From an optimization exercise on the open Yosys and OpenROAD flow, aimed at small area, a short achievable clock period and few clock cycles per item; shortcuts taken in it are not production practice. The RTL was checked by simulation tests, not by an equivalence proof against the original design. Power and IR drop assume default switching activity.

## the baseline
## bicubic_resampler
module bicubic_resampler #(
    parameter int LEN_W = bicubic_pkg::LEN_W
) (
    input  wire logic              CLK,
    input  wire logic              RST,
    input  wire logic              start_i,
    input  wire logic [LEN_W-1:0]  src_len_i,
    input  wire logic [LEN_W-1:0]  dst_len_i,
    input  wire logic              src_valid_i,
    input  wire bicubic_pkg::pix_t src_pix_i,
    output logic                   src_ready_o,
    output logic                   out_valid_o,
    output bicubic_pkg::pix_t      out_pix_o,
    input  wire logic              out_ready_i,
    output logic                   done_o
);
export LEC_CHECK = 0
export ABC_CLOCK_PERIOD_IN_PS = 4000
export CAP_MARGIN = 20
export CORE_MARGIN = 2
export CORE_UTILIZATION = 55
export PLACE_DENSITY = 0.75
export SETUP_SLACK_MARGIN = 5
export SLEW_MARGIN = 20
export SYNTH_HIERARCHICAL = 1
create_clock -name core_clock -period 10.0 [get_ports {CLK}]
standard.sh (not shown) runs the stock make flow with config.mk's settings and CLKGATE_MAP_FILE= SYNTH_SCRIPT=/design/flow/synth_recipe.tcl, a recipe that flattens the netlist after the stock synthesis.
==> flow/flow/run.sh <==
#!/bin/bash
set -euo pipefail
sed 's/ SETUP_SLACK_MARGIN=[0-9.]* / SETUP_SLACK_MARGIN=6.6 /' standard.sh > standard_margin.sh
grep -q 'SETUP_SLACK_MARGIN=6.6' standard_margin.sh
bash standard_margin.sh > standard.log 2>&1
In summary, the baseline completed successfully, with a layout that passed the timing, DRC and antenna checks.
Testbench counts of the baseline, summed over its fixed seeds: cycles 18,916, items 16,987.
Input-level comparison between the candidate and the baseline:
-- flow/config.mk --
<<< the baseline, line 12
export PLACE_DENSITY = 0.75
>>> the candidate, line 12
export CTS_CLUSTER_DIAMETER = 100
export CTS_CLUSTER_SIZE = 22
export PLACE_DENSITY = 0.8
[summary]
- Taking the baseline as the reference, in the candidate clock tree cell share of total cell area went down by 2.9 points; cell area reported after detailed placement was more or less identical; final instance area went down by 930 um^2.

v44:
Starting RTL as in the previous note.
export LEC_CHECK = 0
export ABC_CLOCK_PERIOD_IN_PS = 4000
export CAP_MARGIN = 20
export CORE_MARGIN = 2
export CORE_UTILIZATION = 55
export CTS_CLUSTER_DIAMETER = 100
export CTS_CLUSTER_SIZE = 30
export PLACE_DENSITY = 0.75
export SETUP_SLACK_MARGIN = 5
export SLEW_MARGIN = 20
export SYNTH_HIERARCHICAL = 1
create_clock -name core_clock -period 10.0 [get_ports {CLK}]
Scripts as last shown in full above: flow/flow/run.sh
Testbench counts of v44, summed over its fixed seeds: cycles 18,916, items 16,987.
Modified inputs, v30 compared to v44
- putting TNS_END_PERCENT at 30 where nothing was set
- swapping 30 for 22 in CTS_CLUSTER_SIZE
--- outcome ---
Per the final summary, v30 finished and its layout is clean on timing, DRC and antenna.
Endpoint required time on the critical path: v30 < v44
Count of clock-net buffers in the final layout grows by more than a quarter when moving from v44 to v30.
Going from v44 to v30, sum of routed wire length over all layers has increased, end-of-flow core utilization has increased, number of buffers inserted to repair setup after CTS has increased, sum of internal, switching and leakage power has increased, depth of the most critical reg-to-reg path has decreased.
The higher weighted congestion at the end of routability-driven global placement of v30 and v44 is in v30.
When v30 is measured against v44, its share of the final layout cell area in multi-input gates turns out 0.31 points lower.
Relative to v44, final cell area excluding filler cells increased by about 0.5% in v30.
When v30 is measured against v44, its critical path depth turns out 11 lower.
Changes in v57 relative to v30:
- clearing PLACE_DENSITY, which used to be 0.75
- clearing CTS_CLUSTER_SIZE, which used to be 22
- clearing CTS_CLUSTER_DIAMETER, which used to be 100
- clearing TNS_END_PERCENT, which used to be 30
==> run notes <==
v57 contains fewer vias than v30.
Between v57 and v30, the clock period minus worst slack is higher for v30.
v57 ends up with a number of buffers and inverters on the critical path that is 2 higher than in v30.
v57 vs v30 — area growth from synthesis to layout rose 3.3 points.

Setup of north:
bicubic_resampler again, from the RTL that the note above started with.
Settings: LEC_CHECK=0, ABC_CLOCK_PERIOD_IN_PS=4000, CAP_MARGIN=20, CORE_MARGIN=2, CORE_UTILIZATION=55, PLACE_DENSITY=0.75, SETUP_SLACK_MARGIN=5, SLEW_MARGIN=20, SYNTH_HIERARCHICAL=1; clock period 10.0 ns.
==> flow/flow/run.sh <==
#!/bin/bash
set -euo pipefail
sed 's/ SETUP_SLACK_MARGIN=[0-9.]* / SETUP_SLACK_MARGIN=6.5 /' standard.sh > standard_margin.sh
grep -q 'SETUP_SLACK_MARGIN=6.5' standard_margin.sh
bash standard_margin.sh > standard.log 2>&1
Testbench counts of north, summed over its fixed seeds: cycles 18,916, items 16,987.
Relative to north, the following input files were edited for south:
# north
export LEC_CHECK = 0
export ABC_CLOCK_PERIOD_IN_PS = 4000
export CAP_MARGIN = 20
export CORE_MARGIN = 2
export CORE_UTILIZATION = 55
export PLACE_DENSITY = 0.75
export SETUP_SLACK_MARGIN = 5
export SLEW_MARGIN = 20
export SYNTH_HIERARCHICAL = 1
create_clock -name core_clock -period 10.0 [get_ports {CLK}]
# south
export LEC_CHECK = 0
export ABC_CLOCK_PERIOD_IN_PS = 4000
export CAP_MARGIN = 20
export CORE_MARGIN = 2
export CORE_UTILIZATION = 55
export PLACE_DENSITY = 0.85
export SETUP_SLACK_MARGIN = 5
export SLEW_MARGIN = 20
export SYNTH_HIERARCHICAL = 1
create_clock -name core_clock -period 10.0 [get_ports {CLK}]
==> flow/flow/run.sh <==
#!/bin/bash
set -euo pipefail
sed 's/ SETUP_SLACK_MARGIN=[0-9.]* / SETUP_SLACK_MARGIN=6.6 /' standard.sh > standard_margin.sh
grep -q 'SETUP_SLACK_MARGIN=6.6' standard_margin.sh
bash standard_margin.sh > standard.log 2>&1
Notes after the runs:
Lower wire length reported by the detailed router goes to north over south. The smallest setup slack after layout of south exceeds that of north by 80 ps. Looking at end of the critical path, the xn[1] result is from south; the out_pix_o[3] one comes from north. Global-route wire length before repair of south exceeds that of north by a few percent. Sort south and north by post-synthesis to final-layout area growth, ascending, and north comes first. [diff] maximum resistive drop on vdd, south relative to north: regression. Via count delta (south − north): unfavourable. Data required time of the critical path (south over north): increase, 2280 ps. Non-clock buffer share of cell area (higher): south. qe[0][3] as the launch point of the worst path was reported by north, and start_i by south. Looking only at endpoint arrival time on the critical path, and setting everything else aside, the higher value of south and north goes to south.

## job 103
Starting RTL as in the previous note.
export LEC_CHECK = 0
export ABC_CLOCK_PERIOD_IN_PS = 4000
export CAP_MARGIN = 20
export CORE_MARGIN = 2
export CORE_UTILIZATION = 55
export GPL_ROUTABILITY_DRIVEN = 0
export PLACE_DENSITY = 0.75
export SETUP_SLACK_MARGIN = 5
export SLEW_MARGIN = 20
export SYNTH_HIERARCHICAL = 1
create_clock -name core_clock -period 10.0 [get_ports {CLK}]
==> flow/flow/run.sh <==
#!/bin/bash
set -euo pipefail
sed 's/ SETUP_SLACK_MARGIN=[0-9.]* / SETUP_SLACK_MARGIN=6.6 /' standard.sh > standard_margin.sh
grep -q 'SETUP_SLACK_MARGIN=6.6' standard_margin.sh
bash standard_margin.sh > standard.log 2>&1
No stage failed in job 103, and the final checks on the layout all came back clean.
Testbench counts of job 103, summed over its fixed seeds: cycles 18,916, items 16,987.
Modified inputs, job 105 compared to job 103
- a deleted GPL_ROUTABILITY_DRIVEN that had been 0
- an added CTS_CLUSTER_DIAMETER of 100
- an added CTS_CLUSTER_SIZE of 22
==> comparison <==
- Summary of job 105 over job 103: post-placement setup slack saw a decrease, total of fill cells in the finished design shows an increase of 262, number of instances in the placed design has remained practically unchanged.
- Measured against each other, job 105 and job 103 differ in first-iteration DRC count, the lower figure coming from job 105.
- Against job 103, job 105 comes in 1.1 points higher on sequential share of cell area.
- Going from job 103 to job 105, cell count fell about 1.6%; internal power dropped about 10%; total detailed-routing wirelength went down by 3.1%; layout-stage area growth over the synthesis result has decreased; synthesized area neither gained nor lost much.
- NOTE areal power density over the cells job 103->job 105 decreased by a few percent

build 51:
bicubic_resampler again, from the RTL that the note above started with.
export LEC_CHECK = 0
export ABC_CLOCK_PERIOD_IN_PS = 4000
export CAP_MARGIN = 20
export CORE_MARGIN = 2
export CORE_UTILIZATION = 55
export CTS_CLUSTER_DIAMETER = 100
export CTS_CLUSTER_SIZE = 22
export PLACE_DENSITY = 0.75
export SETUP_SLACK_MARGIN = 5
export SLEW_MARGIN = 20
export SYNTH_HIERARCHICAL = 1
export TNS_END_PERCENT = 60
create_clock -name core_clock -period 10.0 [get_ports {CLK}]
Scripts as last shown in full above: flow/flow/run.sh
No stage failed in build 51, and the final checks on the layout all came back clean.
Testbench counts of build 51, summed over its fixed seeds: cycles 18,916, items 16,987.
#### Input delta (build 38 over build 51)
-- flow/config.mk --
<<< build 51, line 13
export CTS_CLUSTER_SIZE = 22
>>> build 38, line 13
export CTS_CLUSTER_SIZE = 26
<<< build 51, line 18
export TNS_END_PERCENT = 60
>>> build 38, line 18
## What came out
- Power dissipated in combinational cells, build 38 vs build 51: down by a few percent
- On worst setup slack after layout, build 38 does better than build 51.
- Summary of build 38 over build 51: clock-buffer cell count has decreased, sequential cell count has remained practically unchanged, final design area excluding fillers has decreased, half-perimeter wire length after detailed placement has remained practically unchanged.
- Of the two values seen for cell at the slowest stage of the critical path, clkdlybuf4s50_1 was produced by build 51 and edfxtp_1 by build 38.
- Build 38 against build 51; routed wire length is down slightly.
- Launch point of the critical path: en[3] -> build 38, qe[0][6] -> build 51
- Compared with build 51, in build 38 post-layout minimum cycle time lower, wire length the detailed router placed on met1 picked up an extra about 1.1%, switching share of total power has remained practically unchanged, worst endpoint required time higher.
--- input diff build 38..build 20 ---
==> flow/flow/run.sh <==
#!/bin/bash
set -euo pipefail
sed 's/ SETUP_SLACK_MARGIN=[0-9.]* / SETUP_SLACK_MARGIN=6.4 /' standard.sh > standard_margin.sh
grep -q 'SETUP_SLACK_MARGIN=6.4' standard_margin.sh
bash standard_margin.sh > standard.log 2>&1
-- flow/config.mk --
<<< build 38, line 12
export CTS_CLUSTER_DIAMETER = 100
export CTS_CLUSTER_SIZE = 26
export PLACE_DENSITY = 0.75
>>> build 20, line 12
--- outcome ---
Looking at critical path launch point, the out_ready_i result is from build 20; the en[3] one comes from build 38.
Of the two candidates, build 38 has the better worst hold slack and build 20 the worse one.
Looking at build 38 and build 20, the required arrival time at the worst endpoint is a wash.
Of build 20 and build 38, it is build 20 that has the lower number of DRC markers after the initial detailed-route iteration.
Build 20 vs. build 38: wire length on met3 lost 1.2 mm; cell count picked up an extra about 1%; global-route usage picked up an extra 1.1 points; non-clock buffer contribution to total cell area lost 0.64 points.

-- afterwards: timing with drivers on the ports --
No port has a modelled driver above. Below, the same layouts with a new extraction and two added sets of constraints. Step 1 sets driving cells, clkbuf_16 on the clock port and buf_2 on the other inputs (assumed; they add their load-dependent delay and slew). Step 2 adds t to the input delays and takes it off the output delays; t is the mean of the earliest and latest rising clock arrival at the registers after step 1. Input paths then give back, and output paths get back, about the clock's delay inside the block. Three values: ideal ports, drivers, drivers and shift; two values: the first two.
run	t, ns	slack for setup (ns)	hold WS [ns]	worst setup path after step 2	latest minus earliest clock arrival (ns)
the baseline	0.617	6.650 / 6.650 / 6.083	0.321 / 0.321 / 0.321	input to register	0.021 / 0.021
the candidate	0.600	6.606 / 6.618 / 6.031	0.317 / 0.317 / 0.317	input to register	0.049 / 0.050
v44	0.607	6.649 / 6.649 / 6.104	0.328 / 0.328 / 0.328	input to register	0.032 / 0.033
v30	0.619	6.500 / 6.441 / 6.043	0.328 / 0.328 / 0.328	input to register	0.055 / 0.055
v57	0.626	6.593 / 6.628 / 6.002	0.322 / 0.322 / 0.322	input to register	0.016 / 0.016
north	0.621	6.544 / 6.490 / 5.978	0.315 / 0.315 / 0.315	input to register	0.038 / 0.037
south	0.616	6.624 / 6.656 / 6.042	0.317 / 0.317 / 0.317	input to register	0.022 / 0.022
job 103	0.621	6.594 / 6.594 / 6.023	0.317 / 0.317 / 0.317	input to register	0.032 / 0.033
job 105	0.601	6.598 / 6.598 / 6.069	0.329 / 0.329 / 0.329	input to register	0.038 / 0.038
build 51	0.618	6.562 / 6.504 / 6.036	0.328 / 0.328 / 0.328	input to register	0.054 / 0.054
build 38	0.601	6.606 / 6.606 / 6.082	0.323 / 0.323 / 0.323	input to register	0.020 / 0.021
build 20	0.627	6.511 / 6.460 / 5.919	0.317 / 0.317 / 0.317	input to register	0.021 / 0.020
After both steps setup and hold are still met in every run listed. The setup slack of build 20, which loses most, moves by -0.051 ns with the drivers and by -0.592 ns with both steps.
